What follows belongs to an exercise in optimizing a design on an open flow for small area; a production flow would make more cautious choices.
In this exercise RTL edits were held to simulation tests only and were not proved equivalent to the original.
Power is estimated from default activity; no workload was simulated.

== old ==
==> module spq_datapath, before the edit <==
module spq_datapath (
    input  logic                        i_clk,
    input  logic                        i_rst_n,
    input  logic                        i_req_type,
    input  logic signed [DATA_W-1:0]    i_value,
    input  logic                        i_acc,
    input  logic                        i_ins_go,
    input  logic                        i_rem_go,
    input  logic                        i_scan,
    input  logic                        i_clear,
    output logic                        o_full,
    output logic                        o_empty,
    output logic                        o_slot_free,
    output logic [1:0]                  o_status,
    output logic signed [DATA_W-1:0]    o_removed_value,
    output logic signed [DATA_W-1:0]    o_head_value,
    output logic                        o_head_valid,
    output logic [4:0]                  o_entry_count,
    output logic                        o_is_full,
    output logic                        o_is_empty
);
    logic [DATA_W*RING_N-1:0]  r_ring_n;
    logic [DATA_W-1:0]         r_head;
    logic [CNT_W-1:0]          r_count;
    logic                      r_refused;
    logic [DATA_W-1:0]         slot;
    logic [DATA_W-1:0]         in_ob;
    logic [DATA_W-1:0]         head_val;
    logic [DATA_W-1:0]         ring_in;
    logic                      gt;
    logic                      swap;
    logic                      sel_head;
    logic                      sel_slot;
    assign slot        = ~r_ring_n[DATA_W-1:0];
    assign o_slot_free = (slot == VAL_MIN);
    assign o_full      = r_count[CNT_W-1];
    assign o_empty     = (r_count == '0);
    assign in_ob    = {~i_value[DATA_W-1], i_value[DATA_W-2:0]};
    assign head_val = {~r_head[DATA_W-1], r_head[DATA_W-2:0]};
    assign gt       = (slot > r_head);
    assign swap     = i_scan && gt;
    assign sel_head = i_clear || swap;
    assign sel_slot = !sel_head;
    assign ring_in  = (r_head & {DATA_W{sel_head}}) | (slot & {DATA_W{sel_slot}})
                    | (in_ob & {DATA_W{i_ins_go}});
    always_ff @(posedge i_clk) begin
        r_ring_n <= {~ring_in, r_ring_n[DATA_W*RING_N-1:DATA_W]};
        r_head <= (slot & {DATA_W{swap}}) | (r_head & {DATA_W{!(swap || i_rem_go || i_clear)}});
        o_removed_value <= (head_val & {DATA_W{i_rem_go}}) | (o_removed_value & {DATA_W{!i_acc}});
        if (i_acc) begin
            r_refused <= !(i_ins_go || i_rem_go);
        end
    end
    always_ff @(posedge i_clk) begin
        if (!i_rst_n) begin
            r_count <= '0;
        end else if (i_ins_go) begin
            r_count <= r_count + 1'b1;
        end else if (i_rem_go) begin
            r_count <= r_count - 1'b1;
        end
    end
    assign o_status      = !r_refused ? STAT_DONE : (o_empty ? STAT_EMPTY : STAT_FULL);
    assign o_head_valid  = !o_empty;
    assign o_head_value  = {head_val[DATA_W-1] & !o_empty, head_val[DATA_W-2:0]};
    assign o_entry_count = r_count;
    assign o_is_full     = o_full;
    assign o_is_empty    = o_empty;
endmodule
==> flow/config.mk <==
export PLATFORM = sky130hd
export DESIGN_NAME = sorted_priority_queue_unit
export DESIGN_NICKNAME = sorted_priority_queue_unit
export VERILOG_FILES = /design/flow/design.v
export SDC_FILE = /design/flow/constraint.sdc
export NUM_CORES = 4
export LEC_CHECK = 0
export CAP_MARGIN = 20
export CORE_MARGIN = 2
export CORE_UTILIZATION = 70
export PLACE_DENSITY = 0.85
export SLEW_MARGIN = 20
==> flow/constraint.sdc <==
create_clock -name core_clock -period 10.0 [get_ports {i_clk}]
set_input_delay 2.0000 -clock core_clock [delete_from_list [all_inputs] [get_ports {i_clk}]]
set_output_delay 2.0000 -clock core_clock [all_outputs]
set_load 0.01 [all_outputs]
standard.sh (not shown) runs the stock make flow with config.mk's settings and CLKGATE_MAP_FILE= SYNTH_SCRIPT=/design/flow/synth_recipe.tcl, a recipe that flattens the netlist after the stock synthesis.
==> flow/flow/run.sh <==
#!/bin/bash
# Layout flow: the standard synthesis, then the combinational cells
# between the registers are re-mapped for area with ABC (registers, their
# names and cell types are kept as the standard synthesis made them), then
# the standard ORFS layout with two changes: port buffers use the smallest
# buffer cell, and clock tree synthesis uses sink clusters without dummy loads.
# Logs: 1_standard_synth.log, 2_remap_yosys_<seed>.log, 2_remap_choice.log,
# 3_standard_finish.log here,
# and each ORFS step's log under orfs/logs.
set -euo pipefail
export BUFFER_PORTS_ARGS="-buffer_cell sky130_fd_sc_hd__buf_1"
export CTS_ARGS="-sink_clustering_enable -repair_clock_nets -dont_use_dummy_load -buf_list sky130_fd_sc_hd__clkbuf_8 -sink_clustering_size 20 -sink_clustering_max_diameter 80"
LIB=$FLOW_HOME/platforms/$FLOW_PLATFORM/lib/sky130_fd_sc_hd__tt_025C_1v80.lib
RES=orfs/results/$FLOW_PLATFORM/sorted_priority_queue_unit/base

bash standard.sh synth > 1_standard_synth.log 2>&1
cp $RES/1_2_yosys.v 1_2_yosys_standard.v

DU=""
for c in sky130_fd_sc_hd__probe_p_8 sky130_fd_sc_hd__probec_p_8 sky130_fd_sc_hd__lpflow_bleeder_1 sky130_fd_sc_hd__lpflow_clkbufkapwr_1 sky130_fd_sc_hd__lpflow_clkbufkapwr_16 sky130_fd_sc_hd__lpflow_clkbufkapwr_2 sky130_fd_sc_hd__lpflow_clkbufkapwr_4 sky130_fd_sc_hd__lpflow_clkbufkapwr_8 sky130_fd_sc_hd__lpflow_clkinvkapwr_1 sky130_fd_sc_hd__lpflow_clkinvkapwr_16 sky130_fd_sc_hd__lpflow_clkinvkapwr_2 sky130_fd_sc_hd__lpflow_clkinvkapwr_4 sky130_fd_sc_hd__lpflow_clkinvkapwr_8 sky130_fd_sc_hd__lpflow_decapkapwr_12 sky130_fd_sc_hd__lpflow_decapkapwr_3 sky130_fd_sc_hd__lpflow_decapkapwr_4 sky130_fd_sc_hd__lpflow_decapkapwr_6 sky130_fd_sc_hd__lpflow_decapkapwr_8 sky130_fd_sc_hd__lpflow_inputiso0n_1 sky130_fd_sc_hd__lpflow_inputiso0p_1 sky130_fd_sc_hd__lpflow_inputiso1n_1 sky130_fd_sc_hd__lpflow_inputiso1p_1 sky130_fd_sc_hd__lpflow_inputisolatch_1 sky130_fd_sc_hd__lpflow_isobufsrc_1 sky130_fd_sc_hd__lpflow_isobufsrc_16 sky130_fd_sc_hd__lpflow_isobufsrc_2 sky130_fd_sc_hd__lpflow_isobufsrc_4 sky130_fd_sc_hd__lpflow_isobufsrc_8 sky130_fd_sc_hd__lpflow_isobufsrckapwr_16 sky130_fd_sc_hd__lpflow_lsbuf_lh_hl_isowell_tap_1 sky130_fd_sc_hd__lpflow_lsbuf_lh_hl_isowell_tap_2 sky130_fd_sc_hd__lpflow_lsbuf_lh_hl_isowell_tap_4 sky130_fd_sc_hd__lpflow_lsbuf_lh_isowell_4 sky130_fd_sc_hd__lpflow_lsbuf_lh_isowell_tap_1 sky130_fd_sc_hd__lpflow_lsbuf_lh_isowell_tap_2 sky130_fd_sc_hd__lpflow_lsbuf_lh_isowell_tap_4 sky130_fd_sc_hd__fill_1 sky130_fd_sc_hd__fill_2 sky130_fd_sc_hd__fill_4 sky130_fd_sc_hd__fill_8 sky130_fd_sc_hd__conb_1 sky130_fd_sc_hd__conb_1 sky130_fd_sc_hd__buf_4 sky130_fd_sc_hd__buf_1 ; do DU="$DU -dont_use $c"; done
# several ABC seeds in parallel; the smallest netlist is kept
for S in 1 2 3 4; do
  sed "s#@S@#$S#" flow/area.abc > area_$S.abc
  sed "s#@LIB@#$LIB#g; s#@DU@#$DU#; s#@ABC@#area_$S.abc#; s#@IN@#1_2_yosys_standard.v#; s#@OUT@#1_2_yosys_remap_$S.v#" flow/remap.ys.in > remap_$S.ys
  yosys -s remap_$S.ys > 2_remap_yosys_$S.log 2>&1 &
done
wait
BEST=""; BESTA=""
for S in 1 2 3 4; do
  A=$(grep "Chip area" 2_remap_yosys_$S.log | tail -1 | awk '{print $NF}')
  echo "seed $S area $A" >> 2_remap_choice.log
  if [[ -n "$A" && -s 1_2_yosys_remap_$S.v ]]; then
    if [[ -z "$BESTA" ]] || awk -v a="$A" -v b="$BESTA" 'BEGIN{exit !(a<b)}'; then BEST=$S; BESTA=$A; fi
  fi
done
echo "chosen seed $BEST" >> 2_remap_choice.log
cp 1_2_yosys_remap_$BEST.v $RES/1_2_yosys.v
rm -f $RES/1_synth.odb $RES/1_synth.sdc

bash standard.sh finish > 3_standard_finish.log 2>&1
Other scripts of this flow, unchanged in this note and not shown: flow/flow/area.abc, flow/flow/remap.ys.in
old ended with every stage complete and zero timing, DRC or antenna violations.
What new does differently from old at the input level:
--- a/flow/design.v
+++ b/flow/design.v
@@ -98,28 +98,32 @@
     logic [DATA_W-1:0]         slot;
     logic [DATA_W-1:0]         in_ob;
     logic [DATA_W-1:0]         head_val;
     logic [DATA_W-1:0]         ring_in;
     logic                      gt;
+    logic                      take_min;
     logic                      swap;
     logic                      sel_head;
     logic                      sel_slot;
     assign slot        = ~r_ring_n[DATA_W-1:0];
     assign o_slot_free = (slot == VAL_MIN);
     assign o_full      = r_count[CNT_W-1];
     assign o_empty     = (r_count == '0);
     assign in_ob    = {~i_value[DATA_W-1], i_value[DATA_W-2:0]};
     assign head_val = {~r_head[DATA_W-1], r_head[DATA_W-2:0]};
     assign gt       = (slot > r_head);
-    assign swap     = i_scan && gt;
-    assign sel_head = i_clear || swap;
-    assign sel_slot = !sel_head;
+    assign take_min = i_clear || i_rem_go;
+    assign swap     = i_clear || i_rem_go || (i_scan && gt);
+    assign sel_head = i_scan && gt;
+    assign sel_slot = !sel_head && !take_min;
     assign ring_in  = (r_head & {DATA_W{sel_head}}) | (slot & {DATA_W{sel_slot}})
                     | (in_ob & {DATA_W{i_ins_go}});
     always_ff @(posedge i_clk) begin
         r_ring_n <= {~ring_in, r_ring_n[DATA_W*RING_N-1:DATA_W]};
-        r_head <= (slot & {DATA_W{swap}}) | (r_head & {DATA_W{!(swap || i_rem_go || i_clear)}});
+        if (swap) begin
+            r_head <= slot;
+        end
         o_removed_value <= (head_val & {DATA_W{i_rem_go}}) | (o_removed_value & {DATA_W{!i_acc}});
         if (i_acc) begin
             r_refused <= !(i_ins_go || i_rem_go);
         end
     end
### Flow results
- Between old and new, the difference in sequential power is negligible.
- Per the comparison of new with old, post-route fraction of the period consumed by the critical path moved up, cell count moved down.
- Between new and old, it is new whose maximum frequency is lower, by about 1.1%.
- Higher total power was reported by new, not old.

-- afterwards: timing with drivers on the ports --
How much do the figures lean on ideal ports? The routed layouts below were timed once more, with nothing changed but the port constraints. Step 1 assumes that a clkbuf_16 drives the clock port and a buf_2 every other input. Step 2, shift: input delay + t, output delay - t, t = (earliest + latest rising clock arrival at the registers) / 2. This alone moves slack from input paths to output paths. a / b / c = no drivers / after step 1 / after step 2; a / b = the first two.
run	shift t [ns]	setup WS [ns]	clock arrival spread, ns	worst register clock-pin slew, ns	cell pins on the clock port's net
old	0.626	4.185 / 4.185 / 4.185	0.020 / 0.020	0.12 / 0.12	1
new	0.620	4.121 / 4.121 / 4.121	0.018 / 0.018	0.12 / 0.12	1
After both steps every run listed still meets setup and hold.
